Source: an optimization exercise on an open RTL-to-GDS flow (aim: small area). Production flows keep margins and buffers that such runs may drop. The RTL was checked by simulation tests, not by an equivalence proof against the original design. No run shown here takes its clock network from TritonCTS; it comes from the design's own scripts or RTL. The clock port is modelled as an ideal driver, which makes a skipped or thinned clock tree look cheaper than it is; a real chip needs a root buffer or a tree. Power is estimated from default activity; no workload was simulated.

File: flow/config.mk
export PLATFORM = sky130hd
export DESIGN_NAME = snake_game_ctrl
export DESIGN_NICKNAME = snake_game_ctrl
export VERILOG_FILES = /design/flow/design.v
export SDC_FILE = /design/flow/constraint.sdc
export NUM_CORES = 4
export LEC_CHECK = 0
export CAP_MARGIN = 20
export CORE_MARGIN = 2
export CORE_UTILIZATION = 60
export SLEW_MARGIN = 20
File: flow/flow/abc4.script
strash
dch
amap
topo
dnsize -c
File: flow/flow/abc6.script
strash
refactor -N 12
rewrite
dch
if -K 4 -a
mfs2 -a
strash
refactor -N 12
rewrite
dch
if -K 4 -a
mfs2 -a
strash
refactor -N 12
rewrite
dch
if -K 4 -a
mfs2 -a
strash
refactor -N 12
rewrite
dch
amap
File: flow/flow/run.sh
#!/bin/bash
# Own layout flow: the standard ORFS flow (standard.sh) with changes that only affect how
# the cells are chosen and the clock is buffered:
#  1. Synthesis is ORFS's synth.tcl through synth_recipe.tcl (same registers, names, flattening
#     and renaming as the standard synthesis), without the adder pre-mapping, and with ABC
#     mapping the combinational logic with an area-oriented script. Each flow/abc*.script is
#     tried and the one giving the smallest synthesised area is used for the layout.
#  2. Port buffers use sky130_fd_sc_hd__buf_1.
#  3. The clock tree is built by flow/mcts.tcl inside ORFS's CTS step (in place of
#     clock_tree_synthesis): the clock port drives one root inverter (inv_12), which drives
#     inv_8 leaf inverters, one per cluster of flip-flops (two inversions, so the flip-flops see
#     the clock's own polarity); leaves are added until the estimated clock-pin slew is under
#     the limit. The rest of the CTS step (legalisation, timing repair) is ORFS's.
# Every tool's output goes to log files in the work folder (and ORFS's logs under orfs*/).
set -euo pipefail
W=$(pwd)
F=$W/flow

# ORFS scripts, with the CTS step's clock_tree_synthesis call replaced
rm -rf "$W/scripts"
cp -r "$FLOW_HOME/scripts" "$W/scripts"
sed -i "s#^log_cmd clock_tree_synthesis {\*}\$cts_args#source $F/mcts.tcl\nmanual_cts_auto 8 16 sky130_fd_sc_hd__inv_8 sky130_fd_sc_hd__inv_12 118#" "$W/scripts/cts.tcl"
grep -q "^manual_cts_auto" "$W/scripts/cts.tcl"
export SCRIPTS_DIR=$W/scripts
export BUFFER_PORTS_ARGS="-buffer_cell sky130_fd_sc_hd__buf_1"

# synthesis script: synth_recipe.tcl, with synth.tcl's ABC call using $::env(OWN_ABC_SCRIPT)
sed "s#^\s*log_cmd abc {\*}\$abc_args#  log_cmd abc {*}[lreplace \$abc_args 1 1 \$::env(OWN_ABC_SCRIPT)]#" \
    "$W/scripts/synth.tcl" > "$W/scripts/synth_area.tcl"
grep -q "OWN_ABC_SCRIPT" "$W/scripts/synth_area.tcl"
{
    head -n 1 "$W/synth_recipe.tcl"
    echo "source $W/scripts/synth_area.tcl"
    tail -n +3 "$W/synth_recipe.tcl"
} > "$W/own_synth.tcl"
sed -n 2p "$W/synth_recipe.tcl" | grep -q "^source .*synth.tcl"

sed "s#SYNTH_SCRIPT=[^ ]*#SYNTH_SCRIPT=$W/own_synth.tcl ADDER_MAP_FILE=#" "$W/standard.sh" > "$W/own_standard.sh"
grep -q "SYNTH_SCRIPT=$W/own_synth.tcl" "$W/own_standard.sh"

# try each ABC script in a scratch ORFS folder; keep the smallest
best=""; best_area=""
for s in "$F"/abc*.script; do
    n=$(basename "$s" .script)
    sed "s#WORK_HOME=[^ ]*#WORK_HOME=$W/try_$n#" "$W/own_standard.sh" > "$W/try_$n.sh"
    if OWN_ABC_SCRIPT=$s bash "$W/try_$n.sh" synth > "$W/try_$n.log" 2>&1; then
        a=$(sed -n "s/.*Chip area for module '.snake_game_ctrl': *\([0-9.]*\).*/\1/p" \
            "$W"/try_$n/reports/*/snake_game_ctrl/base/synth_stat.txt | head -n 1)
        echo "$n $a" >> "$W/abc_choice.log"
        if [[ -n "$a" ]] && { [[ -z "$best" ]] || awk "BEGIN{exit !($a < $best_area)}"; }; then
            best=$s; best_area=$a
        fi
    fi
done
[[ -n "$best" ]]
echo "chosen $best $best_area" >> "$W/abc_choice.log"

OWN_ABC_SCRIPT=$best bash "$W/own_standard.sh" finish > "$W/own_flow.log" 2>&1
File: flow/design.v
package snake_pkg;
    typedef enum logic [1:0] {
        UP    = 2'd0,
        DOWN  = 2'd1,
        LEFT  = 2'd2,
        RIGHT = 2'd3
    } dir_e;
    typedef struct packed {
        logic [3:0] x;
        logic [3:0] y;
    } coord_t;
    typedef enum logic [1:0] {
        OFF = 2'b00,
        GRN = 2'b01,
        RED = 2'b10,
        YEL = 2'b11
    } color_e;
    localparam logic [3:0] INIT_HEAD_X = 4'd8;
    localparam logic [3:0] INIT_HEAD_Y = 4'd6;
    function automatic [1:0] opposite(input [1:0] d);
        opposite = d ^ 2'b01;
    endfunction
endpackage
module snake_body_fifo
#(
    parameter int SLOTS = 64
) (
    input  logic       clk,
    input  logic       i_wr,
    input  logic [1:0] i_data,
    output logic [1:0] o_data
);
    logic [2*SLOTS-1:0] r_ring;
    always_ff @(posedge clk) begin
        r_ring <= {r_ring[2*SLOTS-3:0], i_wr ? i_data : r_ring[2*SLOTS-1:2*SLOTS-2]};
    end
    assign o_data = r_ring[2*SLOTS-1:2*SLOTS-2];
endmodule
module snake_game_ctrl
#(
    parameter int MAX_LEN  = 64,
    parameter int INIT_LEN = 3
) (
    input  logic       clk,
    input  logic       reset,
    input  logic       tick,
    input  logic       dir_valid,
    input  logic [1:0] dir,
    input  logic [3:0] apple_x,
    input  logic [3:0] apple_y,
    output logic       draw_valid,
    input  logic       draw_ready,
    output logic [3:0] draw_x,
    output logic [3:0] draw_y,
    output logic [1:0] draw_color,
    output logic [3:0] head_x,
    output logic [3:0] head_y,
    output logic [8:0] length,
    output logic [7:0] score,
    output logic       apple_eaten,
    output logic       busy,
    output logic       game_over
);
    localparam logic [2:0] S_IDLE  = 3'd0;
    localparam logic [2:0] S_ALIGN = 3'd1;
    localparam logic [2:0] S_WALK  = 3'd2;
    localparam logic [2:0] S_OVER  = 3'd3;
    localparam logic [2:0] S_DHEAD = 3'd4;
    localparam logic [2:0] S_DBODY = 3'd5;
    localparam logic [2:0] S_ERASE = 3'd6;
    localparam logic [2:0] S_INIT  = 3'd7;
    logic [2:0] r_state;
    logic       r_init;       
    logic [5:0] r_c;          
    logic [3:0] r_hx, r_hy;   
    logic [3:0] r_wx, r_wy;   
    logic [7:0] r_score;
    logic [1:0] r_pend;
    logic [1:0] r_cur;
    logic [1:0] w_move;
    logic       w_wr;
    logic [3:0] w_nx, w_ny;
    logic       w_wall;
    logic       w_eat, w_grow, w_match, w_last;
    logic       w_full;
    logic [5:0] w_len6;
    assign w_wr = r_init || ((r_state == S_ALIGN) && (&r_c));
    snake_body_fifo u_body (
        .clk    (clk),
        .i_wr   (w_wr),
        .i_data (r_pend),
        .o_data (w_move)
    );
    always_comb begin
        w_nx = r_hx;
        w_ny = r_hy;
        w_wall = 1'b0;
        case (r_pend)
            snake_pkg::UP:    begin w_ny = r_hy - 4'd1; w_wall = (r_hy == 4'd0);  end
            snake_pkg::DOWN:  begin w_ny = r_hy + 4'd1; w_wall = (r_hy == 4'd15); end
            snake_pkg::LEFT:  begin w_nx = r_hx - 4'd1; w_wall = (r_hx == 4'd0);  end
            default:          begin w_nx = r_hx + 4'd1; w_wall = (r_hx == 4'd15); end
        endcase
    end
    assign w_eat   = (w_nx == apple_x) && (w_ny == apple_y) && !r_init;
    assign w_full  = (r_score >= 8'(MAX_LEN - INIT_LEN));
    assign w_len6  = w_full ? 6'd0 : (r_score[5:0] + 6'(INIT_LEN));
    assign w_grow  = w_eat && !w_full;
    assign w_match = (r_wx == w_nx) && (r_wy == w_ny);
    assign w_last  = (r_c == w_len6);
    always_ff @(posedge clk) begin
        if (reset) begin
            r_state <= S_INIT;
            r_init  <= 1'b1;
            r_c     <= 6'd0;
            r_hx    <= snake_pkg::INIT_HEAD_X + 4'd1;
            r_hy    <= snake_pkg::INIT_HEAD_Y;
            r_wx    <= snake_pkg::INIT_HEAD_X + 4'd2;
            r_wy    <= snake_pkg::INIT_HEAD_Y;
            r_score <= 8'd0;
            r_pend  <= snake_pkg::LEFT;
            r_cur   <= snake_pkg::LEFT;
        end else begin
            r_c <= (w_wr && !r_init) ? 6'd1 : r_c + 6'd1;
            case (r_state)
                S_INIT: r_state <= S_DHEAD;
                S_IDLE: begin
                    if (dir_valid && (dir != snake_pkg::opposite(r_cur))) r_pend <= dir;
                    if (tick) r_state <= S_ALIGN;
                end
                S_ALIGN: begin
                    r_cur <= r_pend;
                    r_wx  <= r_hx;
                    r_wy  <= r_hy;
                    if (w_wall)     r_state <= S_OVER;
                    else if (w_wr)  r_state <= S_WALK;
                end
                S_WALK: begin
                    if (w_last) begin
                        r_state <= (w_match && w_grow) ? S_OVER : S_DHEAD;
                    end else if (w_match) begin
                        r_state <= S_OVER;
                    end else begin
                        case (w_move)
                            snake_pkg::UP:    r_wy <= r_wy + 4'd1;
                            snake_pkg::DOWN:  r_wy <= r_wy - 4'd1;
                            snake_pkg::LEFT:  r_wx <= r_wx + 4'd1;
                            default:          r_wx <= r_wx - 4'd1;
                        endcase
                    end
                end
                S_DHEAD: begin
                    if (draw_ready) begin
                        r_state <= S_DBODY;
                    end
                end
                S_DBODY: begin
                    if (draw_ready) begin
                        if (w_grow) begin
                            r_state <= S_IDLE;
                            r_hx    <= w_nx;
                            r_hy    <= w_ny;
                            r_score <= r_score + 8'd1;
                        end else begin
                            r_state <= S_ERASE;
                        end
                    end
                end
                S_ERASE: begin
                    if (draw_ready) begin
                        r_state <= S_IDLE;
                        r_init  <= 1'b0;
                        r_hx    <= w_nx;
                        r_hy    <= w_ny;
                        if (w_eat && (r_score != 8'hFF)) r_score <= r_score + 8'd1;
                    end
                end
                default: ;
            endcase
        end
    end
    assign draw_valid  = r_state[2] && (r_state != S_INIT);
    assign draw_x      = (r_state == S_DHEAD) ? w_nx : (r_state == S_DBODY) ? r_hx : r_wx;
    assign draw_y      = (r_state == S_DHEAD) ? w_ny : (r_state == S_DBODY) ? r_hy : r_wy;
    assign draw_color  = (r_state == S_DHEAD) ? snake_pkg::GRN :
                         ((r_state == S_DBODY) || r_init) ? snake_pkg::YEL : snake_pkg::OFF;
    assign head_x      = r_hx;
    assign head_y      = r_hy;
    assign length      = {2'b00, w_full, w_len6};
    assign score       = r_score;
    assign apple_eaten = (r_state == S_DHEAD) && draw_ready && w_eat;
    assign busy        = (r_state != S_IDLE);
    assign game_over   = (r_state == S_OVER);
endmodule
File: flow/flow/abc1.script
strash
refactor -N 12
rewrite
dch
amap
File: flow/flow/abc2.script
strash
refactor -N 12
rewrite
dch
if -K 4 -a
mfs2 -a
strash
refactor -N 12
rewrite
dch
amap
File: flow/flow/abc8.script
strash
refactor -N 12
rewrite
dch
if -K 4 -a
mfs2 -a
strash
dc2
dch
amap
File: flow/standard.sh
#!/bin/bash
# synth_recipe.tcl (not shown) runs the flow's synth.tcl, then flattens the netlist and writes it again
# the make line also repeats each setting of config.mk as NAME=value (left out here)
make -C /OpenROAD-flow-scripts/flow DESIGN_CONFIG=/design/flow/config.mk WORK_HOME=/design/flow/orfs CLKGATE_MAP_FILE= SYNTH_SCRIPT=/design/flow/synth_recipe.tcl "${@:-finish}"
File: flow/constraint.sdc
create_clock -name core_clock -period 12.0 [get_ports {clk}]
set_input_delay 2.4000 -clock core_clock [delete_from_list [all_inputs] [get_ports {clk}]]
set_output_delay 2.4000 -clock core_clock [all_outputs]
set_load 0.01 [all_outputs]
File: flow/flow/abc7.script
strash
refactor -N 12
rewrite
dch
if -K 4 -a
mfs2 -a
strash
refactor -N 12
rewrite
dch
if -K 4 -a
mfs2 -a
strash
refactor -N 12
rewrite
dch
amap
File: flow/flow/abc5.script
strash
dch
if -K 4 -a
mfs2 -a
strash
dch
if -K 4 -a
mfs2 -a
strash
refactor -N 12
rewrite
dch
amap
File: flow/flow/mcts.tcl
# The output pin of a one-output cell (X of a buffer, Y of an inverter).
proc out_iterm {inst} {
  foreach it [$inst getITerms] {
    if {[$it isOutputSignal]} { return $it }
  }
  error "no output on [$inst getName]"
}

# Manual clock tree: the clock port drives NBUF clock buffers directly; each drives the
# flip-flops of one cluster (k-means on flip-flop locations). Sourced by a step with the
# design loaded and placed.
proc manual_cts {nbuf bufcell {rootcell ""}} {
  set block [ord::get_db_block]
  set db [ord::get_db]
  set clk_net [$block findNet clk]
  set master [$db findMaster $bufcell]
  set sinks {}
  foreach it [$clk_net getITerms] {
    set inst [$it getInst]
    set b [$inst getBBox]
    lappend sinks [list $it [expr {([$b xMin] + [$b xMax]) / 2.0}] [expr {([$b yMin] + [$b yMax]) / 2.0}]]
  }
  set n [llength $sinks]
  # initial centres: spread along the sinks sorted by x then y
  set sorted [lsort -real -index 1 $sinks]
  set cx {}; set cy {}
  for {set k 0} {$k < $nbuf} {incr k} {
    set s [lindex $sorted [expr {int(($k + 0.5) * $n / $nbuf)}]]
    lappend cx [lindex $s 1]; lappend cy [lindex $s 2]
  }
  set cap [expr {int(ceil(double($n) / $nbuf)) + 2}]
  for {set iter 0} {$iter < 30} {incr iter} {
    # balanced assignment: each sink to its nearest centre with room, farthest-first
    set cand {}
    foreach s $sinks {
      set best 1e30
      for {set k 0} {$k < $nbuf} {incr k} {
        set d [expr {abs([lindex $s 1] - [lindex $cx $k]) + abs([lindex $s 2] - [lindex $cy $k])}]
        if {$d < $best} { set best $d }
      }
      lappend cand [list $s $best]
    }
    set cand [lsort -real -decreasing -index 1 $cand]
    set count [lrepeat $nbuf 0]
    set assign {}
    foreach c $cand {
      set s [lindex $c 0]
      set order {}
      for {set k 0} {$k < $nbuf} {incr k} {
        lappend order [list $k [expr {abs([lindex $s 1] - [lindex $cx $k]) + abs([lindex $s 2] - [lindex $cy $k])}]]
      }
      foreach o [lsort -real -index 1 $order] {
        set k [lindex $o 0]
        if {[lindex $count $k] < $cap} { break }
      }
      lset count $k [expr {[lindex $count $k] + 1}]
      lappend assign [list $s $k]
    }
    set sx [lrepeat $nbuf 0.0]; set sy [lrepeat $nbuf 0.0]
    foreach a $assign {
      set k [lindex $a 1]; set s [lindex $a 0]
      lset sx $k [expr {[lindex $sx $k] + [lindex $s 1]}]
      lset sy $k [expr {[lindex $sy $k] + [lindex $s 2]}]
    }
    for {set k 0} {$k < $nbuf} {incr k} {
      if {[lindex $count $k] > 0} {
        lset cx $k [expr {[lindex $sx $k] / [lindex $count $k]}]
        lset cy $k [expr {[lindex $sy $k] / [lindex $count $k]}]
      }
    }
  }
  if {$rootcell ne ""} {
    set rmaster [$db findMaster $rootcell]
    set root [odb::dbInst_create $block $rmaster "clkbuf_man_root"]
    set rootnet [odb::dbNet_create $block "clknet_man_root"]
    $rootnet setSigType CLOCK
    [$root findITerm A] connect $clk_net
    [out_iterm $root] connect $rootnet
    set ax 0.0; set ay 0.0
    for {set k 0} {$k < $nbuf} {incr k} { set ax [expr {$ax + [lindex $cx $k]}]; set ay [expr {$ay + [lindex $cy $k]}] }
    $root setLocation [expr {int($ax / $nbuf)}] [expr {int($ay / $nbuf)}]
    $root setPlacementStatus PLACED
  }
  for {set k 0} {$k < $nbuf} {incr k} {
    set buf [odb::dbInst_create $block $master "clkbuf_man_$k"]
    set net [odb::dbNet_create $block "clknet_man_$k"]
    $net setSigType CLOCK
    if {$rootcell ne ""} { [$buf findITerm A] connect $rootnet } else { [$buf findITerm A] connect $clk_net }
    [out_iterm $buf] connect $net
    set w [[$buf getMaster] getWidth]; set h [[$buf getMaster] getHeight]
    $buf setLocation [expr {int([lindex $cx $k] - $w / 2)}] [expr {int([lindex $cy $k] - $h / 2)}]
    $buf setPlacementStatus PLACED
    set nets($k) $net
  }
  foreach a $assign {
    set it [lindex [lindex $a 0] 0]
    $it disconnect
    $it connect $nets([lindex $a 1])
  }
  set_propagated_clock [all_clocks]
  puts "manual_cts: $n sinks on $nbuf x $bufcell, counts $count"
}

# Worst slew (ps) at the flip-flops' clock pins, from placement parasitics.
proc clk_pin_slew_est {} {
  estimate_parasitics -placement
  set worst 0.0
  foreach pin [all_registers -clock_pins -edge_triggered] {
    foreach edge {rise fall} {
      foreach a {min max} {
        set s [get_property $pin slew_${a}_$edge]
        set ps [expr {[sta::time_ui_sta $s] * 1e12}]
        if {$ps > $worst} { set worst $ps }
      }
    }
  }
  return $worst
}

# Undo manual_cts: every sink back on the clock net, the added buffers and nets removed.
proc manual_cts_undo {} {
  set block [ord::get_db_block]
  set clk_net [$block findNet clk]
  foreach inst [$block getInsts] {
    if {![string match clkbuf_man_* [$inst getName]]} { continue }
    set out [[out_iterm $inst] getNet]
    foreach it [$out getITerms] {
      if {[$it getInst] eq $inst} { continue }
      $it disconnect
      $it connect $clk_net
    }
    odb::dbInst_destroy $inst
    odb::dbNet_destroy $out
  }
}

# Build the tree with nbuf leaves, adding leaves until the estimated clock-pin slew is at most
# limit_ps.
proc manual_cts_auto {nbuf maxbuf bufcell rootcell limit_ps} {
  while {1} {
    manual_cts $nbuf $bufcell $rootcell
    set s [clk_pin_slew_est]
    puts "manual_cts_auto: $nbuf leaves, estimated clock-pin slew $s ps"
    if {$s <= $limit_ps || $nbuf >= $maxbuf} { break }
    manual_cts_undo
    incr nbuf
  }
}
File: flow/flow/abc3.script
strash
dch
if -K 4 -a
mfs2 -a
strash
refactor -N 12
rewrite
dch
amap
==> results of run 1 <==
## cell families after synthesis
| family | synth area share [%] |
|---|---|
| AO/OA/AOI/OAI | 18.01 |
| flip-flops | 68.05 |
| XOR/XNOR | 0.1794 |
| buffers and inverters | 4.304 |
| AND/OR/NAND/NOR | 9.377 |
| other | 0.07679 |
## cells in the final DEF, fill, tap and decap left out, drive strengths merged
cell type / count
a2111o: 1
a211oi: 14
a21oi: 29
a221o: 1
a221oi: 6
a222oi: 2
a22oi: 2
a311oi: 1
a31oi: 3
buf: 57
clkinv: 50
conb: 2
dfxtp: 166
inv: 9
nand2: 23
nand3: 7
nor2: 58
nor2b: 2
nor3: 12
nor3b: 1
nor4: 2
o2111ai: 1
o21a: 1
o21ai: 34
o221ai: 11
o22ai: 31
o31ai: 1
o32ai: 1
or2: 2
or3: 1
or4: 1
xnor2: 1
## layer usage
layer  global-route usage [%]  wire, um
met5                        0         0
met4                    5.556       260
met3                    2.087       622
met2                    35.36      4272
met1                    32.06      4542
## power by group through the flow
| stage | Clock (mW) | Sequential (mW) | Combinational [mW] |
|---|---|---|---|
| after floorplan | 0 | 0.701 | 0.213 |
| after global placement | 0 | 0.712 | 0.300 |
| after detailed placement | 0 | 0.713 | 0.306 |
| after CTS | 0.214 | 0.703 | 0.307 |
| after global routing | 0.233 | 0.714 | 0.343 |
| final | 0.208 | 0.703 | 0.313 |
## Yosys cell counts (3+ instances only)
cell / instances
sky130_fd_sc_hd__dfxtp_1: 166
sky130_fd_sc_hd__nor2_1: 58
sky130_fd_sc_hd__clkinv_1: 50
sky130_fd_sc_hd__o21ai_0: 34
sky130_fd_sc_hd__o22ai_1: 31
sky130_fd_sc_hd__a21oi_1: 29
sky130_fd_sc_hd__nand2_1: 23
sky130_fd_sc_hd__a211oi_1: 14
sky130_fd_sc_hd__nor3_1: 12
sky130_fd_sc_hd__o221ai_1: 11
sky130_fd_sc_hd__nand3_1: 7
sky130_fd_sc_hd__a221oi_1: 6
sky130_fd_sc_hd__a31oi_1: 3
sky130_fd_sc_hd__buf_4: 3
## worst paths after layout
check / startpoint / slack (ns) / end
setup / recovery: apple_x[0] / 5.38 / apple_eaten
hold / removal: u_body.r_ring[2]$_DFF_P_ / 0.32 / u_body.r_ring[4]$_DFF_P_
setup reg to reg: r_pend[1]$_SDFFE_PP1P_ / 7.36 / r_score[6]$_SDFFE_PP0P_
hold reg to reg: u_body.r_ring[2]$_DFF_P_ / 0.32 / u_body.r_ring[4]$_DFF_P_
## cell type report
class / count / area (sq um)
inverter: 59 / 294.0
multi-input combinational: 251 / 1354
fill: 626 / 2472
tap: 102 / 127.6
sequential: 166 / 3323
timing repair buffer: 57 / 236.5
## registers in the layout, indices dropped and copies added, names as in the netlist
signal and cells:
r_pend 2, r_c 6, r_hx 4, r_hy 4, r_wx 4, r_cur 2, r_wy 4, r_init 1
r_state 3, u_body.r_ring 128, r_score 8
## stage by stage
step / power (mW) / hold slack, ns / cell area (sq um) / cells / setup WS (ns)
after floorplan: 0.9139 / 0.3096 / 4887 / 470 / 5.700
after global placement: 1.012 / 0.3117 / 5229 / 626 / 5.489
after detailed placement: 1.019 / 0.3121 / 5229 / 626 / 5.407
after CTS: 1.224 / 0.3239 / 5335 / 635 / 5.424
after global routing: 1.289 / 0.3307 / 5335 / 635 / 5.190
final: 1.224 / 0.3188 / 5335 / 635 / 5.380
==> impl_summary.txt, run 1 <==
----------------------------------------------------
[GRT]
  Antenna violations before repair ... 0
  Overall Global Routing Usage ... between 20% and 30%
  First-pass GRT wire length ... roughly 16 mm
  Total congestion overflow ... 0
  Maximum number of pins on one net before global-route repair ... 24
  Via count of the first global-routing pass ... 3291

[Routing]
  Iteration-0 DRC Markers ... 188
  Final routed wirelength across all metal layers ... 9.697 mm
  Via-to-Cell Ratio ... approximately 5.7
  Average wire per cell in the routed design ... approximately 15 um
  First drt pass iteration count ... 5
  Via count ... 3594
  Number of remaining DRC errors ... 0
  Number of nets still failing antenna checks after routing ... 0

[Floorplanning]
  Core area ... roughly 7800 sq um
  Number of rows in the core area ... 32
  Die Width ... 94.22 um
  Floorplan die area ... approximately 8900 sq um
  Initial core utilization ... 62.55%
  Vertical die dimension ... approximately 94 um
  I/O Pins ... 54

[Clock network]
  Clock Latency Late Sink ... ~0.19 ns
  Setup bufs post-CTS ... 0
  Clock slew at reported path FFs ... between 0.1 and 0.15 ns
  Number of hold buffers added after cts ... 0
  CTS resizes ... 0

[Synth]
  Share of Yosys cell area claimed by the top area cell type ... 68.05%
  Cell area after synthesis ... ~5000 sq um
  Average cell area after synthesis ... roughly 10 sq um
  Synthesized flop and latch total ... between 150 and 200
  Synthesized netlist cell count ... around 470
  Sequential-to-total area share from yosys stat ... roughly 68%
  Number of enable-type register cells in the synthesized netlist ... 0
  Top area cells in the synthesized netlist ... sky130_fd_sc_hd__dfxtp_1, sky130_fd_sc_hd__nor2_1, sky130_fd_sc_hd__o22ai_1
  Number of warnings reported in the yosys synthesis log ... 2
  Yosys cell types ... 31
  Largest area contributor in the synthesized netlist ... sky130_fd_sc_hd__dfxtp_1
  Post-synth ARST share ... 0%
  Prevailing post-synth register cell ... sky130_fd_sc_hd__dfxtp_1

[STA]
  Setup total negative slack ... 0 ns
  Unrepaired setup endpoints after global routing ... no
  Maximum clock rate ... about 150 MHz
  Final cycle utilization of the critical path ... a little under three fifths
  Post-route clock skew ... roughly 0.025 ns
  # setup viols final ... 0
  Total count of hold-check failures in the final report ... 0
  Minimum clock period ... approximately 6.6 ns
  Fin. max-slew vios ... 0
  Least-Margin Pin Slew ... 1.075 ns
  Relative slew margins ... 27.76%

[Setup path]
  Ordered list of cells on the worst path ... buf_1 > nand2_1 > o21ai_0 > a211oi_1 > o221ai_1 > or4_1 > a2111o_1 > nor3_1 > buf_1
  Buffers and inverters on the worst path ... 2
  Kind of cell adding the most delay to the critical path ... compound AO/OA/AOI/OAI gates
  Required @ worst endpoint ... approximately 9.6 ns
  Crit Path Class ... primary input to output port
  Highest net fanout along the worst path ... 4
  Largest incremental delay on the critical path ... approximately 0.52 ns
  Crit path top cell by count ... sky130_fd_sc_hd__buf_1
  Number of gates on the worst path with buffers counted ... 9
  Slowest cell on the critical path ... sky130_fd_sc_hd__or4_1
  Arrival @ worst endpoint ... about 4.2 ns
  Reg2Reg Depth ... 18
  Nature of the critical path startpoint ... primary input
  Nature of the critical path endpoint ... output port

[Cells and area]
  Layout cells sized above 1 ... around 2.8%
  Ant. Diodes ... 0
  Utilization after layout ... roughly 68%
  Final net count ... 550
  Post-synthesis to final-layout area growth ... 9.249%

[Power]
  Clock power share ... 17.0%
  Switching share of power ... between 30% and 40%
  Cell leakage power ... 1.921 nW
  Switching power of the nets ... about 430 uW
  Worst vdd rail ir drop ... 0.0001421 V
  Comb power frac ... about 26%
  Areal power density over the cells ... 229.4 nW/um^2
  Register share of total power ... 57.4%
  Internal power ... 792.4 uW

[Hold path]
  WHS Path Cells ... 0
  Type of the most critical hold path ... flop to flop

[Placement]
  Count of buffers from port buffering ... roughly 50
  Routability congestion estimate ... around 0.95
  Detailed placer's ending HPWL ... between 6 and 7 mm

[Run status]
  Outcome ... complete, no violations

[Run]
  Count of max-cap constraint violations ... 0

----------------------------------------------------
==> inputs of run 2 (changes only) <==
--- a/flow/config.mk
+++ b/flow/config.mk
@@ -7,5 +7,5 @@
 export LEC_CHECK = 0
-export CAP_MARGIN = 20
+export CAP_MARGIN = 0
 export CORE_MARGIN = 2
 export CORE_UTILIZATION = 60
-export SLEW_MARGIN = 20
+export SLEW_MARGIN = 0
==> run 2 against run 1 <==
Net effect:
- still clean
- fmax stayed put
- clock power barely moved
- setup slack is the same
- critical path depth did not move
- largest cell class unchanged
- largest power group unchanged
- highest routed layer unchanged
==> impl_summary.txt, run 2 <==
----------------------------------------------------
[Run status]
  Outcome ... complete, no violations (unchanged)

[Synth]
  Synthesized netlist cell count ... 469 (unchanged)
  Number of warnings reported in the yosys synthesis log ... 2 (unchanged)
  Synthesized flop and latch total ... 166 (unchanged)
  Cell area after synthesis ... 4883 sq um (unchanged)
  Prevailing post-synth register cell ... sky130_fd_sc_hd__dfxtp_1 (unchanged)
  Sequential-to-total area share from yosys stat ... 68.05% (unchanged)
  Number of enable-type register cells in the synthesized netlist ... 0 (unchanged)
  Average cell area after synthesis ... 10.41 sq um (unchanged)
  Top area cells in the synthesized netlist ... sky130_fd_sc_hd__dfxtp_1, sky130_fd_sc_hd__nor2_1, sky130_fd_sc_hd__o22ai_1 (unchanged)
  List of most frequent post-synthesis cells ... sky130_fd_sc_hd__dfxtp_1, sky130_fd_sc_hd__nor2_1, sky130_fd_sc_hd__clkinv_1 (unchanged)
  Share of Yosys cell area claimed by the top area cell type ... 68.05% (unchanged)
  Yosys cell types ... 31 (unchanged)
  Largest area contributor in the synthesized netlist ... sky130_fd_sc_hd__dfxtp_1 (unchanged)
  Library cell with the highest instance count after synthesis ... sky130_fd_sc_hd__dfxtp_1 (unchanged)
  Post-synth ARST share ... 0% (unchanged)

[Clock network]
  Number of hold buffers added after cts ... 0 (unchanged)
  Clock slew at reported path FFs ... 0.11 ns (about the same)
  Setup bufs post-CTS ... 0 (unchanged)
  CTS resizes ... 0 (unchanged)
  Clock Latency Late Sink ... 0.19 ns (about the same)

[Setup path]
  CP startpoint ... apple_x[0] (unchanged)
  Termination of the worst setup path ... apple_eaten (unchanged)
  Ordered list of cells on the worst path ... buf_1 > nand2_1 > o21ai_0 > a211oi_1 > o221ai_1 > or4_1 > a2111o_1 > nor3_1 > buf_1 (unchanged)
  Slowest cell on the critical path ... sky130_fd_sc_hd__or4_1 (unchanged)
  Nature of the critical path endpoint ... output port (unchanged)
  Nature of the critical path startpoint ... primary input (unchanged)
  Crit path top cell by count ... sky130_fd_sc_hd__buf_1 (unchanged)
  Reg2Reg Depth ... 18 (unchanged)
  Highest net fanout along the worst path ... 4 (unchanged)
  Kind of cell adding the most delay to the critical path ... compound AO/OA/AOI/OAI gates (unchanged)
  Largest incremental delay on the critical path ... 0.52 ns (about the same)
  Required @ worst endpoint ... 9.60 ns (about the same)
  Register-to-register setup slack ... 7.36 ns (about the same)
  Number of gates on the worst path with buffers counted ... 9 (unchanged)
  FF-to-FF End ... r_score[6]$_SDFFE_PP0P_ (unchanged)
  Buffers and inverters on the worst path ... 2 (unchanged)
  Arrival @ worst endpoint ... 4.22 ns (about the same)
  Worst r2r src ... r_pend[1]$_SDFFE_PP1P_ (unchanged)
  Crit Path Class ... primary input to output port (unchanged)

[GRT]
  Maximum number of pins on one net before global-route repair ... 24 (unchanged)
  Via count of the first global-routing pass ... 3291 (unchanged)
  Antenna violations before repair ... 0 (unchanged)
  Total congestion overflow ... 0 (unchanged)
  Overall Global Routing Usage ... 21.96% (unchanged)
  First-pass GRT wire length ... 15.81 mm (unchanged)

[Placement]
  Count of buffers from port buffering ... 51 (unchanged)
  Routability congestion estimate ... 0.9506 (unchanged)
  Detailed placer's ending HPWL ... 6.713 mm (unchanged)

[STA]
  Maximum clock rate ... 151.1 MHz (unchanged)
  Least-Margin Pin Slew ... 1.075 ns (unchanged)
  Minimum clock period ... 6.620 ns (unchanged)
  Total count of hold-check failures in the final report ... 0 (unchanged)
  Post-route clock skew ... 0.02546 ns (unchanged)
  Setup total negative slack ... 0 ns (unchanged)
  Unrepaired setup endpoints after global routing ... no (unchanged)
  Fin. max-slew vios ... 0 (unchanged)
  Final cycle utilization of the critical path ... 55.17% (unchanged)
  # setup viols final ... 0 (unchanged)
  Relative slew margins ... 27.76% (unchanged)

[Cells and area]
  Register with the most flip-flops ... u_body.r_ring (unchanged)
  Layout cells sized above 1 ... 2.814% (unchanged)
  Utilization after layout ... 68.33% (unchanged)
  Final net count ... 550 (unchanged)
  Max reg flops ... 128 (unchanged)
  Most common library cell in the layout ignoring fill and taps ... sky130_fd_sc_hd__dfxtp_1 (unchanged)
  Fillcell total ... 626 (unchanged)
  Post-synthesis to final-layout area growth ... 9.249% (unchanged)
  Commonest cells after routing, fill and taps aside ... sky130_fd_sc_hd__dfxtp_1, sky130_fd_sc_hd__nor2_1, sky130_fd_sc_hd__buf_1 (unchanged)
  Ant. Diodes ... 0 (unchanged)
  Leading registers by flop count ... u_body.r_ring x128, r_score x8, r_c x6 (unchanged)

[Power]
  Cell leakage power ... 1.921 nW (unchanged)
  Worst vdd rail ir drop ... 0.0001421 V (unchanged)
  Areal power density over the cells ... 229.4 nW/um^2 (unchanged)

[Floorplanning]
  I/O Pins ... 54 (unchanged)
  Initial core utilization ... 62.55% (unchanged)
  Number of rows in the core area ... 32 (unchanged)
  Die Width ... 94.22 um (unchanged)
  Vertical die dimension ... 94.22 um (unchanged)
  Floorplan die area ... 8876 sq um (unchanged)
  Core area ... 7807 sq um (unchanged)

[Routing]
  Final routed wirelength across all metal layers ... 9.697 mm (unchanged)
  Number of remaining DRC errors ... 0 (unchanged)
  Iteration-0 DRC Markers ... 188 (unchanged)
  Via-to-Cell Ratio ... 5.660 (unchanged)
  Via count ... 3594 (unchanged)
  Average wire per cell in the routed design ... 15.27 um (unchanged)
  First drt pass iteration count ... 5 (unchanged)
  Number of nets still failing antenna checks after routing ... 0 (unchanged)

[Hold path]
  WHS Path Cells ... 0 (unchanged)
  Type of the most critical hold path ... flop to flop (unchanged)

[Run]
  Count of max-cap constraint violations ... 0 (unchanged)

----------------------------------------------------
run 2: area by class of cell:
type,instances,area [sq um],share of cell area (%)
sequential,166,3323,62.29
multi-input combinational,251,1354,25.38
inverter,59,294.0,5.511
timing repair buffer,57,236.5,4.432
tap,102,127.6,2.392
run 2: layer usage:
metal | vias up | share of wire [%] | global-route usage [%]
li1 | 1789 | - | -
met1 | 1636 | 47 | 32.06
met2 | 140 | 44 | 35.36
met3 | 29 | 6.4 | 2.087
met4 | 0 | 2.7 | 5.556
met5 | - | 0 | 0
run 2: stage by stage:
step / cell area [sq um] / power, mW / worst slack, ns / std cells / hold WS, ns
finish: 5335 / 1.224 / 5.380 / 635 / 0.3188
global route: 5335 / 1.289 / 5.190 / 635 / 0.3307
CTS: 5335 / 1.224 / 5.424 / 635 / 0.3239
detailed placement: 5229 / 1.019 / 5.407 / 626 / 0.3121
global placement: 5229 / 1.012 / 5.489 / 626 / 0.3117
floorplan: 4887 / 0.9139 / 5.700 / 470 / 0.3096
run 2: power breakdown:
group / switching [mW] / total [mW] / internal, mW
clock: 0.179 / 0.208 / 0.0294
sequential: 0.0524 / 0.703 / 0.650
combinational: 0.200 / 0.313 / 0.113
total: 0.431 / 1.22 / 0.792
run 2: worst register-to-register path, delay by kind of cell (launching register included):
kind | cells | cell delay [ns]
DFF | 1 | 0.51
buffers and inverters | 3 | 0.76
AOI/OAI and AO/OA | 8 | 1.99
and+or+nand+nor | 7 | 1.30
run 2: worst min-delay path by stage:
| stage | endpoint | start | slack (ns) |
|---|---|---|---|
| final | u_body.r_ring[4]$_DFF_P_ | u_body.r_ring[2]$_DFF_P_ | 0.32 |
| after global routing | u_body.r_ring[118]$_DFF_P_ | u_body.r_ring[116]$_DFF_P_ | 0.33 |
| after CTS | u_body.r_ring[4]$_DFF_P_ | u_body.r_ring[2]$_DFF_P_ | 0.32 |
| after detailed placement | u_body.r_ring[91]$_DFF_P_ | u_body.r_ring[89]$_DFF_P_ | 0.31 |
| after global placement | u_body.r_ring[105]$_DFF_P_ | u_body.r_ring[103]$_DFF_P_ | 0.31 |
| after floorplan | u_body.r_ring[100]$_DFF_P_ | u_body.r_ring[98]$_DFF_P_ | 0.31 |
run 2: logic make-up (layout without fill, tap and decap cells):
| family | Yosys count | count (layout) | share of synthesized area [%] |
|---|---|---|---|
| AO/OA/AOI/OAI | 139 | 139 | 18.01 |
| XOR/XNOR | 1 | 1 | 0.1794 |
| AND/OR/NAND/NOR | 109 | 109 | 9.377 |
| other | 1 | 2 | 0.07679 |
| flip-flops | 166 | 166 | 68.05 |
| buffers and inverters | 53 | 116 | 4.304 |
==> inputs of run 3 (changes only) <==
--- a/flow/flow/run.sh
+++ b/flow/flow/run.sh
@@ -7,3 +7,2 @@
 #     tried and the one giving the smallest synthesised area is used for the layout.
-#  2. Port buffers use sky130_fd_sc_hd__buf_1.
 #  3. The clock tree is built by flow/mcts.tcl inside ORFS's CTS step (in place of
@@ -23,2 +22,5 @@
 grep -q "^manual_cts_auto" "$W/scripts/cts.tcl"
+# global placement: remove synthesis buffers even without timing-driven placement
+sed -i '0,/^if { \$::env(GPL_TIMING_DRIVEN) } {$/s//if { 1 } {/' "$W/scripts/global_place.tcl"
+grep -A1 "^if { 1 } {" "$W/scripts/global_place.tcl" | grep -q remove_buffers
 export SCRIPTS_DIR=$W/scripts
==> flow/flow/abc10.script (new file) <==
strash
refactor -N 12
rewrite
&get -n
&deepsyn -T 60
&put
dch
if -K 4 -a
mfs2 -a
strash
refactor -N 12
rewrite
dch
amap
==> flow/flow/abc9.script (new file) <==
strash
refactor -N 12
rewrite
&get -n
&deepsyn -T 20
&put
dch
if -K 4 -a
mfs2 -a
strash
refactor -N 12
rewrite
dch
amap
--- a/flow/config.mk
+++ b/flow/config.mk
@@ -10,2 +10,3 @@
 export CORE_UTILIZATION = 60
+export GPL_TIMING_DRIVEN = 0
 export SLEW_MARGIN = 0
==> run 3 against run 2 <==
Net effect:
- highest routed layer unchanged
- sequential power hardly changed
- total power fell by 12%
- critical endpoint unchanged
- final area is 1.4% lower
- still clean on timing, DRC and antenna
- clock power is 2% lower
- critical path type unchanged
- setup slack better by 0.15 ns
- cell count down 0.79%
- via count fell by 4.1%
==> impl_summary.txt, run 3 <==
----------------------------------------------------
[Floorplanning]
  Core area ... 7767 sq um (was 7807 sq um)
  I/O Pins ... 54 (unchanged)
  Number of rows in the core area ... 32 (unchanged)
  Die Width ... 93.94 um (was 94.22 um)
  Initial core utilization ... 62.48% (was 62.55%)
  Floorplan die area ... 8825 sq um (was 8876 sq um)
  Vertical die dimension ... 93.94 um (was 94.22 um)

[Setup path]
  Nature of the critical path endpoint ... output port (unchanged)
  Buffers and inverters on the worst path ... 2 (unchanged)
  Crit Path Class ... primary input to output port (unchanged)
  Largest incremental delay on the critical path ... 0.26 ns (was 0.52 ns)
  Highest net fanout along the worst path ... 3 (was 4)
  Ordered list of cells on the worst path ... buf_1 > nor2_1 > a21oi_1 > nor3_1 > a31oi_1 > nor2_1 > o2111ai_1 > a211oi_1 > o2111ai_1 > nor4_1 > buf_1 (was buf_1 > nand2_1 > o21ai_0 > a211oi_1 > o221ai_1 > or4_1 > a2111o_1 > nor3_1 > buf_1)
  Nature of the critical path startpoint ... primary input (unchanged)
  Slowest cell on the critical path ... sky130_fd_sc_hd__nor4_1 (was sky130_fd_sc_hd__or4_1)
  Required @ worst endpoint ... 9.60 ns (about the same)
  Arrival @ worst endpoint ... 4.07 ns (was 4.22 ns)
  Kind of cell adding the most delay to the critical path ... compound AO/OA/AOI/OAI gates (unchanged)

[Power]
  Worst vdd rail ir drop ... 0.0001540 V (was 0.0001421 V)
  Internal power ... 742.6 uW (was 792.4 uW)
  Register share of total power ... 65.0% (was 57.4%)
  Switching share of power ... 31.05% (was 35.25%)
  Clock power share ... 18.9% (was 17.0%)
  Comb power frac ... 16.1% (was 25.6%)
  Cell leakage power ... 1.981 nW (was 1.921 nW)
  Areal power density over the cells ... 204.7 nW/um^2 (was 229.4 nW/um^2)
  Switching power of the nets ... 334.4 uW (was 431.4 uW)

[Placement]
  Detailed placer's ending HPWL ... 6.519 mm (was 6.713 mm)
  Count of buffers from port buffering ... 51 (unchanged)
  Post-Place Cell Area ... 5154 sq um (was 5229 sq um)
  Placed cells ... 621 (was 626)
  Routability congestion estimate ... 0.8892 (was 0.9506)

[STA]
  Least-Margin Pin Slew ... 0.9142 ns (was 1.075 ns)
  Setup total negative slack ... 0 ns (unchanged)
  Maximum clock rate ... 154.4 MHz (was 151.1 MHz)
  Minimum clock period ... 6.475 ns (was 6.620 ns)
  Relative slew margins ... 39.06% (was 27.76%)
  Post-route clock skew ... 0.02883 ns (was 0.02546 ns)
  Minimum hold slack ... 0.3266 ns (was 0.3188 ns)
  Total count of hold-check failures in the final report ... 0 (unchanged)
  # setup viols final ... 0 (unchanged)
  Unrepaired setup endpoints after global routing ... no (unchanged)
  Final cycle utilization of the critical path ... 53.96% (was 55.17%)
  Fin. max-slew vios ... 0 (unchanged)

[Synth]
  Cell area after synthesis ... 4853 sq um (was 4883 sq um)
  Average cell area after synthesis ... 10.33 sq um (was 10.41 sq um)
  Post-Synth Adder-Cell Area ... 0% (unchanged)
  List of most frequent post-synthesis cells ... sky130_fd_sc_hd__dfxtp_1, sky130_fd_sc_hd__nor2_1, sky130_fd_sc_hd__clkinv_1 (unchanged)
  Top area cells in the synthesized netlist ... sky130_fd_sc_hd__dfxtp_1, sky130_fd_sc_hd__nor2_1, sky130_fd_sc_hd__clkinv_1 (was sky130_fd_sc_hd__dfxtp_1, sky130_fd_sc_hd__nor2_1, sky130_fd_sc_hd__o22ai_1)
  Yosys cell types ... 32 (was 31)
  Number of warnings reported in the yosys synthesis log ... 2 (unchanged)
  Share of Yosys cell area claimed by the top area cell type ... 68.47% (was 68.05%)
  Sequential-to-total area share from yosys stat ... 68.47% (was 68.05%)
  Compound-gate portion of the synthesized area ... 15.36% (was 18.01%)
  Mux share of post-synthesis cell area ... 0% (unchanged)
  Parity-gate share of the synthesized area counting xor and xnor cells ... 0.1805% (was 0.1793%)
  Largest area contributor in the synthesized netlist ... sky130_fd_sc_hd__dfxtp_1 (unchanged)
  Area fraction in and, or, nand and nor cells after synthesis ... 11.34% (was 9.377%)
  Synthesized netlist cell count ... 470 (was 469)
  Number of enable-type register cells in the synthesized netlist ... 0 (unchanged)
  Synthesized flop and latch total ... 166 (unchanged)
  Library cell with the highest instance count after synthesis ... sky130_fd_sc_hd__dfxtp_1 (unchanged)
  Post-synth ARST share ... 0% (unchanged)
  Prevailing post-synth register cell ... sky130_fd_sc_hd__dfxtp_1 (unchanged)
  Dominant combinational cell family by area after synthesis ... compound AO/OA/AOI/OAI gates (unchanged)

[Routing]
  First drt pass iteration count ... 5 (unchanged)
  Final routed wirelength across all metal layers ... 9.183 mm (was 9.697 mm)
  Number of nets still failing antenna checks after routing ... 0 (unchanged)
  Via-to-Cell Ratio ... 5.470 (was 5.660)
  Number of remaining DRC errors ... 0 (unchanged)
  Sum of met2 wire segment lengths after detailed routing ... 4.108 mm (was 4.272 mm)
  Detailed route wirelength on metal3 ... 561 um (was 622 um)
  Average wire per cell in the routed design ... 14.58 um (was 15.27 um)
  Via count ... 3446 (was 3594)
  Iteration-0 DRC Markers ... 290 (was 188)
  Highest routed metal layer ... met4 (unchanged)
  Wire length the detailed router placed on met1 ... 4.352 mm (was 4.542 mm)

[Cells and area]
  Commonest cells after routing, fill and taps aside ... sky130_fd_sc_hd__dfxtp_1, sky130_fd_sc_hd__nor2_1, sky130_fd_sc_hd__clkinv_1 (was sky130_fd_sc_hd__dfxtp_1, sky130_fd_sc_hd__nor2_1, sky130_fd_sc_hd__buf_1)
  Fillcell total ... 634 (was 626)
  Non-filler instance count after layout ... 630 (was 635)
  Post-synthesis to final-layout area growth ... 8.378% (was 9.249%)
  Layout cells sized above 1 ... 1.705% (was 2.814%)
  Register with the most flip-flops ... u_body.r_ring (unchanged)
  Max reg flops ... 128 (unchanged)
  Leading registers by flop count ... u_body.r_ring x128, r_score x8, r_c x6 (unchanged)
  Final net count ... 545 (was 550)
  Utilization after layout ... 67.72% (was 68.33%)
  Most common library cell in the layout ignoring fill and taps ... sky130_fd_sc_hd__dfxtp_1 (unchanged)
  Ant. Diodes ... 0 (unchanged)
  Final instance area ... 5260 sq um (was 5335 sq um)

[GRT]
  Total congestion overflow ... 0 (unchanged)
  Overall Global Routing Usage ... 21.19% (was 21.96%)
  Antenna violations before repair ... 0 (unchanged)
  First-pass GRT wire length ... 15.12 mm (was 15.81 mm)
  Maximum number of pins on one net before global-route repair ... 24 (unchanged)
  Via count of the first global-routing pass ... 3143 (was 3291)

[Clock network]
  CTS resizes ... 0 (unchanged)
  Number of hold buffers added after cts ... 0 (unchanged)
  Clock slew at reported path FFs ... 0.10 ns (was 0.11 ns)
  Clock Latency Late Sink ... 0.19 ns (about the same)
  Setup bufs post-CTS ... 0 (unchanged)

[Run]
  Count of max-cap constraint violations ... 0 (unchanged)

[Run status]
  Outcome ... complete, no violations (unchanged)

[Hold path]
  Type of the most critical hold path ... flop to flop (unchanged)

----------------------------------------------------
## run 3: cell count changes after synthesis, moves of 3 or more
cell | previous run | this run
sky130_fd_sc_hd__a211oi_1 | 14 | 10
sky130_fd_sc_hd__a21oi_1 | 29 | 22
sky130_fd_sc_hd__a221oi_1 | 6 | 2
sky130_fd_sc_hd__clkinv_1 | 50 | 53
sky130_fd_sc_hd__nand2_1 | 23 | 36
sky130_fd_sc_hd__nor2_1 | 58 | 72
sky130_fd_sc_hd__nor3_1 | 12 | 8
sky130_fd_sc_hd__o211a_1 | 0 | 3
sky130_fd_sc_hd__o21ai_0 | 34 | 24
sky130_fd_sc_hd__o221ai_1 | 11 | 6
sky130_fd_sc_hd__o22a_1 | 0 | 5
sky130_fd_sc_hd__o22ai_1 | 31 | 19
sky130_fd_sc_hd__o32ai_1 | 1 | 6
## run 3: layout make-up
cell class	count	area [sq um]	share of cell area, %
flip-flops and latches	166	3323	63.18
multi-input cells	249	1313	24.95
inverters	62	305.3	5.804
repair buffers	51	191.4	3.639
well taps	102	127.6	2.426
## run 3: cell families after synthesis
kind of cell,count (synthesis)
compound gates,112
flops,166
buf+inv,56
simple gates,134
xor+xnor,1
other cells,1
## run 3: final timing paths
kind / startpoint / to / slack [ns] / cells after the start
setup / recovery: apple_y[0] / apple_eaten / 5.53 / 11
hold reg to reg: u_body.r_ring[102]$_DFF_P_ / u_body.r_ring[104]$_DFF_P_ / 0.33 / 0
setup reg to reg: r_pend[1]$_SDFFE_PP1P_ / r_score[7]$_SDFFE_PP0P_ / 7.04 / 20
hold / removal: u_body.r_ring[102]$_DFF_P_ / u_body.r_ring[104]$_DFF_P_ / 0.33 / 0
## run 3: worst register-to-register path, delay by kind of cell (launching register included)
family                 cells  cell delay (ns)
AO/OA/AOI/OAI              4             0.96
AND/OR/NAND/NOR           14             2.87
buffers and inverters      2             0.54
flip-flops                 1             0.53
## run 3: power by group through the flow
stage                     registers (mW)  logic (mW)  clock network, mW
after floorplan                    0.696       0.119                  0
after global placement             0.709       0.169                  0
after detailed placement           0.711       0.171                  0
after CTS                          0.701       0.172              0.213
after global routing               0.712       0.195              0.233
final                              0.700       0.174              0.203
## run 3: metal layers
| metal | global-route usage (%) | vias up |
|---|---|---|
| met5 | 0 | - |
| met4 | 4.831 | 0 |
| met3 | 1.766 | 14 |
| met2 | 34.11 | 111 |
| met1 | 31.33 | 1586 |
| li1 | - | 1735 |
## run 3: through the flow
stage | setup WS (ns) | power, mW
6_report | 5.525 | 1.077
5_1_grt | 5.283 | 1.140
4_1_cts | 5.535 | 1.086
3_5_place_dp | 5.540 | 0.8821
3_3_place_gp | 5.565 | 0.8777
2_1_floorplan | 5.964 | 0.8154
==> inputs of run 4 (changes only) <==
--- a/flow/flow/run.sh
+++ b/flow/flow/run.sh
@@ -20,3 +20,3 @@
 cp -r "$FLOW_HOME/scripts" "$W/scripts"
-sed -i "s#^log_cmd clock_tree_synthesis {\*}\$cts_args#source $F/mcts.tcl\nmanual_cts_auto 8 16 sky130_fd_sc_hd__inv_8 sky130_fd_sc_hd__inv_12 118#" "$W/scripts/cts.tcl"
+sed -i "s#^log_cmd clock_tree_synthesis {\*}\$cts_args#source $F/mcts.tcl\nmanual_cts_auto 6 16 sky130_fd_sc_hd__inv_8 sky130_fd_sc_hd__inv_12 118#" "$W/scripts/cts.tcl"
 grep -q "^manual_cts_auto" "$W/scripts/cts.tcl"
--- a/flow/config.mk
+++ b/flow/config.mk
@@ -11,2 +11,3 @@
 export GPL_TIMING_DRIVEN = 0
+export PLACE_DENSITY = 0.85
 export SLEW_MARGIN = 0
==> run 4 against run 3 <==
Net effect:
- cell count stayed put
- largest power group unchanged
- worst hold slack better by 0.0019 ns
- critical path type unchanged
- synthesized area is the same
- combinational power about the same
- die area stayed put
- clock power barely moved
==> impl_summary.txt, run 4 <==
----------------------------------------------------
[GRT]
  Antenna violations before repair ... 0 (unchanged)
  Overall Global Routing Usage ... 20.18% (was 21.19%)
  Via count of the first global-routing pass ... 3139 (was 3143)
  First-pass GRT wire length ... 14.52 mm (was 15.12 mm)
  Total congestion overflow ... 0 (unchanged)
  Maximum number of pins on one net before global-route repair ... 24 (unchanged)

[STA]
  # setup viols final ... 0 (unchanged)
  Total count of hold-check failures in the final report ... 0 (unchanged)
  Minimum setup slack in the final design ... 5.553 ns (was 5.525 ns)
  Least-Margin Pin Slew ... 0.8450 ns (was 0.9142 ns)
  Unrepaired setup endpoints after global routing ... no (unchanged)
  Relative slew margins ... 43.46% (was 39.06%)
  Minimum clock period ... 6.447 ns (was 6.475 ns)
  Setup total negative slack ... 0 ns (unchanged)
  Final cycle utilization of the critical path ... 53.72% (was 53.96%)
  Post-route clock skew ... 0.03959 ns (was 0.02883 ns)
  Maximum clock rate ... 155.1 MHz (was 154.4 MHz)
  Fin. max-slew vios ... 0 (unchanged)

[Cells and area]
  Final net count ... 545 (unchanged)
  Register with the most flip-flops ... u_body.r_ring (unchanged)
  Layout cells sized above 1 ... 1.705% (unchanged)
  Post-synthesis to final-layout area growth ... 8.378% (unchanged)
  Commonest cells after routing, fill and taps aside ... sky130_fd_sc_hd__dfxtp_1, sky130_fd_sc_hd__nor2_1, sky130_fd_sc_hd__clkinv_1 (unchanged)
  Fillcell total ... 599 (was 634)
  Combined area of the multi-input logic cells ... 1313 sq um (unchanged)
  Ant. Diodes ... 0 (unchanged)
  Most common library cell in the layout ignoring fill and taps ... sky130_fd_sc_hd__dfxtp_1 (unchanged)
  Max reg flops ... 128 (unchanged)
  FF+latch area ... 3323 sq um (unchanged)
  Leading registers by flop count ... u_body.r_ring x128, r_score x8, r_c x6 (unchanged)

[Setup path]
  Slowest cell on the critical path ... sky130_fd_sc_hd__nor4_1 (unchanged)
  Arrival @ worst endpoint ... 4.05 ns (was 4.07 ns)
  Reg2Reg Depth ... 19 (was 20)
  Nature of the critical path startpoint ... primary input (unchanged)
  Largest incremental delay on the critical path ... 0.26 ns (about the same)
  Ordered list of cells on the worst path ... buf_1 > nor2_1 > a21oi_1 > nor3_1 > a31oi_1 > nor2_1 > o2111ai_1 > a211oi_1 > o2111ai_1 > nor4_1 > buf_1 (unchanged)
  Worst r2r src ... r_pend[1]$_SDFFE_PP1P_ (unchanged)
  Highest net fanout along the worst path ... 3 (unchanged)
  Required @ worst endpoint ... 9.60 ns (about the same)
  Kind of cell adding the most delay to the critical path ... simple AND/OR/NAND/NOR gates (was compound AO/OA/AOI/OAI gates)
  Buffers and inverters on the worst path ... 2 (unchanged)
  Crit Path Class ... primary input to output port (unchanged)
  Register-to-register setup slack ... 7.12 ns (was 7.04 ns)
  Nature of the critical path endpoint ... output port (unchanged)
  FF-to-FF End ... r_score[6]$_SDFFE_PP0P_ (was r_score[7]$_SDFFE_PP0P_)

[Hold path]
  WHS Path Cells ... 0 (unchanged)
  Hold Crit Endpoint ... u_body.r_ring[82]$_DFF_P_ (was u_body.r_ring[104]$_DFF_P_)
  Worst hold start ... u_body.r_ring[80]$_DFF_P_ (was u_body.r_ring[102]$_DFF_P_)
  Type of the most critical hold path ... flop to flop (unchanged)

[Power]
  Cell leakage power ... 1.981 nW (unchanged)
  Clock power share ... 18.7% (was 18.9%)
  Register share of total power ... 64.9% (was 65.0%)
  Worst vdd rail ir drop ... 0.0001419 V (was 0.0001540 V)
  Internal power ... 742.7 uW (was 742.6 uW)
  Areal power density over the cells ... 205.3 nW/um^2 (was 204.7 nW/um^2)
  Switching power of the nets ... 337.3 uW (was 334.4 uW)
  Switching share of power ... 31.23% (was 31.05%)
  Comb power frac ... 16.4% (was 16.1%)

[Routing]
  Iteration-0 DRC Markers ... 223 (was 290)
  Via-to-Cell Ratio ... 5.452 (was 5.470)
  Number of nets still failing antenna checks after routing ... 0 (unchanged)
  First drt pass iteration count ... 5 (unchanged)
  Average wire per cell in the routed design ... 14.11 um (was 14.58 um)
  Via count ... 3435 (was 3446)
  Number of remaining DRC errors ... 0 (unchanged)
  Final routed wirelength across all metal layers ... 8.890 mm (was 9.183 mm)

[Synth]
  Post-synth ARST share ... 0% (unchanged)
  List of most frequent post-synthesis cells ... sky130_fd_sc_hd__dfxtp_1, sky130_fd_sc_hd__nor2_1, sky130_fd_sc_hd__clkinv_1 (unchanged)
  Number of enable-type register cells in the synthesized netlist ... 0 (unchanged)
  Yosys cell types ... 32 (unchanged)
  Number of warnings reported in the yosys synthesis log ... 2 (unchanged)
  Prevailing post-synth register cell ... sky130_fd_sc_hd__dfxtp_1 (unchanged)
  Average cell area after synthesis ... 10.33 sq um (unchanged)
  Largest area contributor in the synthesized netlist ... sky130_fd_sc_hd__dfxtp_1 (unchanged)
  Synthesized flop and latch total ... 166 (unchanged)
  Cell area after synthesis ... 4853 sq um (unchanged)
  Top area cells in the synthesized netlist ... sky130_fd_sc_hd__dfxtp_1, sky130_fd_sc_hd__nor2_1, sky130_fd_sc_hd__clkinv_1 (unchanged)
  Sequential-to-total area share from yosys stat ... 68.47% (unchanged)
  Library cell with the highest instance count after synthesis ... sky130_fd_sc_hd__dfxtp_1 (unchanged)
  Share of Yosys cell area claimed by the top area cell type ... 68.47% (unchanged)
  Synthesized netlist cell count ... 470 (unchanged)

[Clock network]
  Clock slew at reported path FFs ... 0.10 ns (about the same)
  CTS resizes ... 0 (unchanged)
  Clock Latency Late Sink ... 0.18 ns (was 0.19 ns)
  Setup bufs post-CTS ... 0 (unchanged)
  Number of hold buffers added after cts ... 0 (unchanged)

[Floorplanning]
  Floorplan die area ... 8825 sq um (unchanged)
  Core area ... 7767 sq um (unchanged)
  Number of rows in the core area ... 32 (unchanged)
  Initial core utilization ... 62.48% (unchanged)
  I/O Pins ... 54 (unchanged)
  Vertical die dimension ... 93.94 um (unchanged)
  Die Width ... 93.94 um (unchanged)

[Placement]
  Count of buffers from port buffering ... 51 (unchanged)
  Routability congestion estimate ... 0.9271 (was 0.8892)
  Detailed placer's ending HPWL ... 6.210 mm (was 6.519 mm)
  Pre-CTS setup slack ... 5.570 ns (was 5.540 ns)

[Run status]
  Outcome ... complete, no violations (unchanged)

[Run]
  Count of max-cap constraint violations ... 0 (unchanged)

----------------------------------------------------
==> run 4: cell counts after synthesis <==
No cell type changed its count.
==> run 4: worst register-to-register path: stages, from the launching register on <==
cell                        delay [ns]
sky130_fd_sc_hd__dfxtp_1          0.53
sky130_fd_sc_hd__clkinv_1         0.33
sky130_fd_sc_hd__nor4_1           0.47
sky130_fd_sc_hd__nor2_1           0.12
sky130_fd_sc_hd__o21ai_0          0.34
sky130_fd_sc_hd__clkinv_1         0.22
sky130_fd_sc_hd__a211oi_1         0.27
sky130_fd_sc_hd__o2111ai_1        0.25
sky130_fd_sc_hd__nor2_1           0.21
sky130_fd_sc_hd__nor2_1           0.07
sky130_fd_sc_hd__or4_1            0.51
sky130_fd_sc_hd__nor2_1           0.16
sky130_fd_sc_hd__and2_0           0.18
sky130_fd_sc_hd__o41ai_1          0.12
sky130_fd_sc_hd__nor3_1           0.32
sky130_fd_sc_hd__nand2_1          0.14
sky130_fd_sc_hd__nor2_1           0.18
sky130_fd_sc_hd__nand2_1          0.11
sky130_fd_sc_hd__nor2_1           0.14
sky130_fd_sc_hd__a211oi_1         0.05
==> run 4: logic make-up after synthesis <==
group,after synthesis,share of synthesized area (%)
compound gates,112,15.37
xor+xnor,1,0.1805
buf+inv,56,4.563
flops,166,68.47
other cells,1,0.07727
simple gates,134,11.34
==> run 4: through the flow <==
stage	hold WS, ns	cell area, sq um	cells	utilization (%)	power (mW)
4_1_cts	0.3305	5260	630	67.72	1.083
5_1_grt	0.3351	5260	630	67.72	1.132
2_1_floorplan	0.3096	4857	471	-	0.8154
3_5_place_dp	0.3121	5154	621	66.35	0.8819
3_3_place_gp	0.3137	5154	621	66.35	0.8734
6_report	0.3285	5260	630	67.72	1.080
==> run 4: area by class of cell <==
cell class / count / share of cell area [%]
Sequential cell: 166 / 63.18
Multi-Input combinational cell: 249 / 24.95
Inverter: 62 / 5.804
Timing Repair Buffer: 51 / 3.639
Tap cell: 102 / 2.426
==> run 4: worst max path at each step <==
stage                          start           to  slack, ns  cells past startpoint
after floorplan           apple_y[0]  apple_eaten       5.96                      9
after global placement    apple_y[0]  apple_eaten       5.65                     11
after detailed placement  apple_y[0]  apple_eaten       5.57                     11
after CTS                 apple_y[0]  apple_eaten       5.56                     11
after global routing      apple_y[0]  apple_eaten       5.29                     11
final                     apple_y[0]  apple_eaten       5.55                     11
==> run 4: per-layer routing <==
metal / up-vias / share of wire, % / track usage [%]
met5: - / 0 / 0
met4: 0 / 2.0 / 4.469
met3: 24 / 8.0 / 2.970
met2: 151 / 43 / 31.79
met1: 1533 / 47 / 29.70
li1: 1727 / - / -
==> run 4: power by group through the flow <==
stage,clock [mW],combinational (mW),sequential [mW]
floorplan,0,0.119,0.696
global placement,0,0.164,0.709
detailed placement,0,0.170,0.712
CTS,0.211,0.171,0.702
global route,0.229,0.191,0.712
finish,0.202,0.177,0.701
==> inputs of run 5 (changes only) <==
--- a/flow/design.v
+++ b/flow/design.v
@@ -78,3 +78,2 @@
     logic [1:0] r_pend;
-    logic [1:0] r_cur;
     logic [1:0] w_move;
@@ -121,3 +120,2 @@
             r_pend  <= snake_pkg::LEFT;
-            r_cur   <= snake_pkg::LEFT;
         end else begin
@@ -127,3 +125,3 @@
                 S_IDLE: begin
-                    if (dir_valid && (dir != snake_pkg::opposite(r_cur))) r_pend <= dir;
+                    if (dir_valid && (dir != snake_pkg::opposite(r_wy[1:0]))) r_pend <= dir;
                     if (tick) r_state <= S_ALIGN;
@@ -131,3 +129,2 @@
                 S_ALIGN: begin
-                    r_cur <= r_pend;
                     r_wx  <= r_hx;
@@ -162,2 +159,3 @@
                             r_hy    <= w_ny;
+                            r_wy[1:0] <= r_pend;
                             r_score <= r_score + 8'd1;
@@ -174,2 +172,3 @@
                         r_hy    <= w_ny;
+                        r_wy[1:0] <= r_pend;
                         if (w_eat && (r_score != 8'hFF)) r_score <= r_score + 8'd1;
--- a/flow/flow/run.sh
+++ b/flow/flow/run.sh
@@ -20,3 +20,3 @@
 cp -r "$FLOW_HOME/scripts" "$W/scripts"
-sed -i "s#^log_cmd clock_tree_synthesis {\*}\$cts_args#source $F/mcts.tcl\nmanual_cts_auto 6 16 sky130_fd_sc_hd__inv_8 sky130_fd_sc_hd__inv_12 118#" "$W/scripts/cts.tcl"
+sed -i "s#^log_cmd clock_tree_synthesis {\*}\$cts_args#source $F/mcts.tcl\nmanual_cts_auto 8 16 sky130_fd_sc_hd__inv_8 sky130_fd_sc_hd__inv_12 118#" "$W/scripts/cts.tcl"
 grep -q "^manual_cts_auto" "$W/scripts/cts.tcl"
--- a/flow/config.mk
+++ b/flow/config.mk
@@ -11,3 +11,2 @@
 export GPL_TIMING_DRIVEN = 0
-export PLACE_DENSITY = 0.85
 export SLEW_MARGIN = 0
==> run 5 against run 4 <==
Net effect:
- still clean on timing, DRC and antenna
- critical path depth fell by 1
- worst hold slack got worse by 0.00077 ns
- register-to-register slack got worse by 0.28 ns
- synthesized cell count rose by 0.85%
- fmax fell by 1.9%
- combinational power fell by 48%
- sequential share of layout area fell by 0.51 points
- largest cell class unchanged
==> impl_summary.txt, run 5 <==
----------------------------------------------------
[Power]
  Worst vdd rail ir drop ... 0.0001640 V (was 0.0001419 V)
  Areal power density over the cells ... 168.5 nW/um^2 (was 205.3 nW/um^2)

[Cells and area]
  Final net count ... 549 (was 545)
  Commonest cells after routing, fill and taps aside ... sky130_fd_sc_hd__dfxtp_1, sky130_fd_sc_hd__nor2_1, sky130_fd_sc_hd__buf_1 (was sky130_fd_sc_hd__dfxtp_1, sky130_fd_sc_hd__nor2_1, sky130_fd_sc_hd__clkinv_1)
  Max reg flops ... 128 (unchanged)

[STA]
  Least-Margin Pin Slew ... 1.278 ns (was 0.8450 ns)
  Maximum clock rate ... 152.2 MHz (was 155.1 MHz)
  # setup viols final ... 0 (unchanged)
  Final cycle utilization of the critical path ... 54.74% (was 53.72%)

[Synth]
  Yosys cell types ... 30 (was 32)
  Prevailing post-synth register cell ... sky130_fd_sc_hd__dfxtp_1 (unchanged)
  Cell area after synthesis ... 4832 sq um (was 4853 sq um)
  Library cell with the highest instance count after synthesis ... sky130_fd_sc_hd__dfxtp_1 (unchanged)

[Routing]
  Number of remaining DRC errors ... 0 (unchanged)
  Via-to-Cell Ratio ... 5.498 (was 5.452)
  First drt pass iteration count ... 5 (unchanged)

[Setup path]
  Reg2Reg Depth ... 18 (was 19)
  Number of gates on the worst path with buffers counted ... 10 (was 11)
  CP startpoint ... apple_y[0] (unchanged)
  FF-to-FF End ... r_score[6]$_SDFFE_PP0P_ (unchanged)
  Nature of the critical path endpoint ... output port (unchanged)
  Register-to-register setup slack ... 6.84 ns (was 7.12 ns)
  Crit Path Class ... primary input to output port (unchanged)
  Nature of the critical path startpoint ... primary input (unchanged)

[GRT]
  Via count of the first global-routing pass ... 3211 (was 3139)
  Maximum number of pins on one net before global-route repair ... 26 (was 24)
  Total congestion overflow ... 0 (unchanged)
  Antenna violations before repair ... 0 (unchanged)

[Placement]
  Routability congestion estimate ... 0.9541 (was 0.9271)

[Clock network]
  Setup bufs post-CTS ... 0 (unchanged)
  Clock Latency Late Sink ... 0.18 ns (about the same)
  CTS resizes ... 0 (unchanged)
  Clock slew at reported path FFs ... 0.10 ns (about the same)

[Run status]
  Outcome ... complete, no violations (unchanged)

----------------------------------------------------
## run 5: how the worst min path moves through the flow
stage / start / to / slack [ns] / cells after the start
floorplan: u_body.r_ring[98]$_DFF_P_ / u_body.r_ring[100]$_DFF_P_ / 0.31 / 0
global placement: u_body.r_ring[74]$_DFF_P_ / u_body.r_ring[76]$_DFF_P_ / 0.31 / 0
detailed placement: u_body.r_ring[24]$_DFF_P_ / u_body.r_ring[26]$_DFF_P_ / 0.31 / 0
CTS: u_body.r_ring[101]$_DFF_P_ / u_body.r_ring[103]$_DFF_P_ / 0.33 / 0
global route: u_body.r_ring[3]$_DFF_P_ / u_body.r_ring[5]$_DFF_P_ / 0.34 / 0
finish: u_body.r_ring[101]$_DFF_P_ / u_body.r_ring[103]$_DFF_P_ / 0.33 / 0
## run 5: kinds of logic (layout without fill, tap and decap cells)
kind of cell,count (synthesis),after routing,share of synthesized area (%)
buf+inv,52,109,4.272
flops,164,164,67.94
simple gates,130,130,11.32
other cells,1,2,0.07761
compound gates,126,126,16.21
xor+xnor,1,1,0.1813
## run 5: worst reg2reg max path, stage by stage (launching register included)
cell	delay [ns]
sky130_fd_sc_hd__dfxtp_1	0.59
sky130_fd_sc_hd__clkinv_1	0.28
sky130_fd_sc_hd__nor4_1	0.49
sky130_fd_sc_hd__nor2_1	0.10
sky130_fd_sc_hd__o22ai_1	0.40
sky130_fd_sc_hd__nor2_1	0.08
sky130_fd_sc_hd__a21oi_1	0.13
sky130_fd_sc_hd__o2111ai_1	0.16
sky130_fd_sc_hd__a211oi_1	0.22
sky130_fd_sc_hd__o2111ai_1	0.24
sky130_fd_sc_hd__nor4_1	0.41
sky130_fd_sc_hd__a31oi_1	0.46
sky130_fd_sc_hd__nor2_1	0.32
sky130_fd_sc_hd__and2_0	0.22
sky130_fd_sc_hd__o41ai_1	0.09
sky130_fd_sc_hd__nor2_1	0.22
sky130_fd_sc_hd__nand4_1	0.20
sky130_fd_sc_hd__nor3_1	0.29
sky130_fd_sc_hd__nor3_1	0.09
## run 5: report_power, final
group	switching, mW	internal [mW]
combinational	0.0618	0.0296
clock	0.170	0.0292
sequential	0.0187	0.573
total	0.251	0.632
## run 5: layout make-up
class | count | area (sq um)
repair buffers | 51 | 191.4
well taps | 102 | 127.6
multi-input cells | 259 | 1346
inverters | 58 | 290.3
flip-flops and latches | 164 | 3283
fillers | 623 | 2529
## run 5: through the flow
step                      power [mW]  hold WS, ns  cell area, sq um  cells  util [%]
after floorplan               0.6600       0.3096              4836    475         -
after global placement        0.6904       0.3116              5132    625     66.08
after detailed placement      0.6930       0.3121              5132    625     66.08
after CTS                     0.8895       0.3317              5239    634     67.45
after global routing          0.9288       0.3374              5239    634     67.45
final                         0.8825       0.3277              5239    634     67.45
## run 5: routing by layer
layer  wire [um]  GRT usage [%]  up-vias  share of wire (%)
li1            -              -     1767                  -
met1        4190          31.39     1573                 46
met2        3946          33.57      126                 43
met3         759          3.130       20                8.4
met4         191          5.072        0                2.1
met5           0              0        -                  0

## static timing again, ports no longer ideal
No port has a modelled driver above. Below, the same layouts with a new extraction and two added sets of constraints.
Step 1, drivers: a clkbuf_16 drives clk and a buf_2 each remaining input, both assumed.
Step 2 also shifts input and output timing later by t, the mid clock arrival at the registers, as if the neighbouring blocks saw the same clock.
Slacks: no drivers / after step 1 / after step 2; pairs: no drivers / after step 1.
run | shift t [ns] | setup WS [ns] | worst setup path after step 2
run 1 | 0.231 | 5.380 / 5.354 / 5.354 | input to output
run 2 | 0.231 | 5.380 / 5.354 / 5.354 | input to output
run 3 | 0.228 | 5.525 / 5.489 / 5.489 | input to output
run 4 | 0.217 | 5.553 / 5.533 / 5.533 | input to output
run 5 | 0.232 | 5.432 / 5.408 / 5.408 | input to output
After both steps setup and hold are still met in every run listed. The setup slack of run 3, which loses most, moves by -0.036 ns with the drivers and by -0.036 ns with both steps.
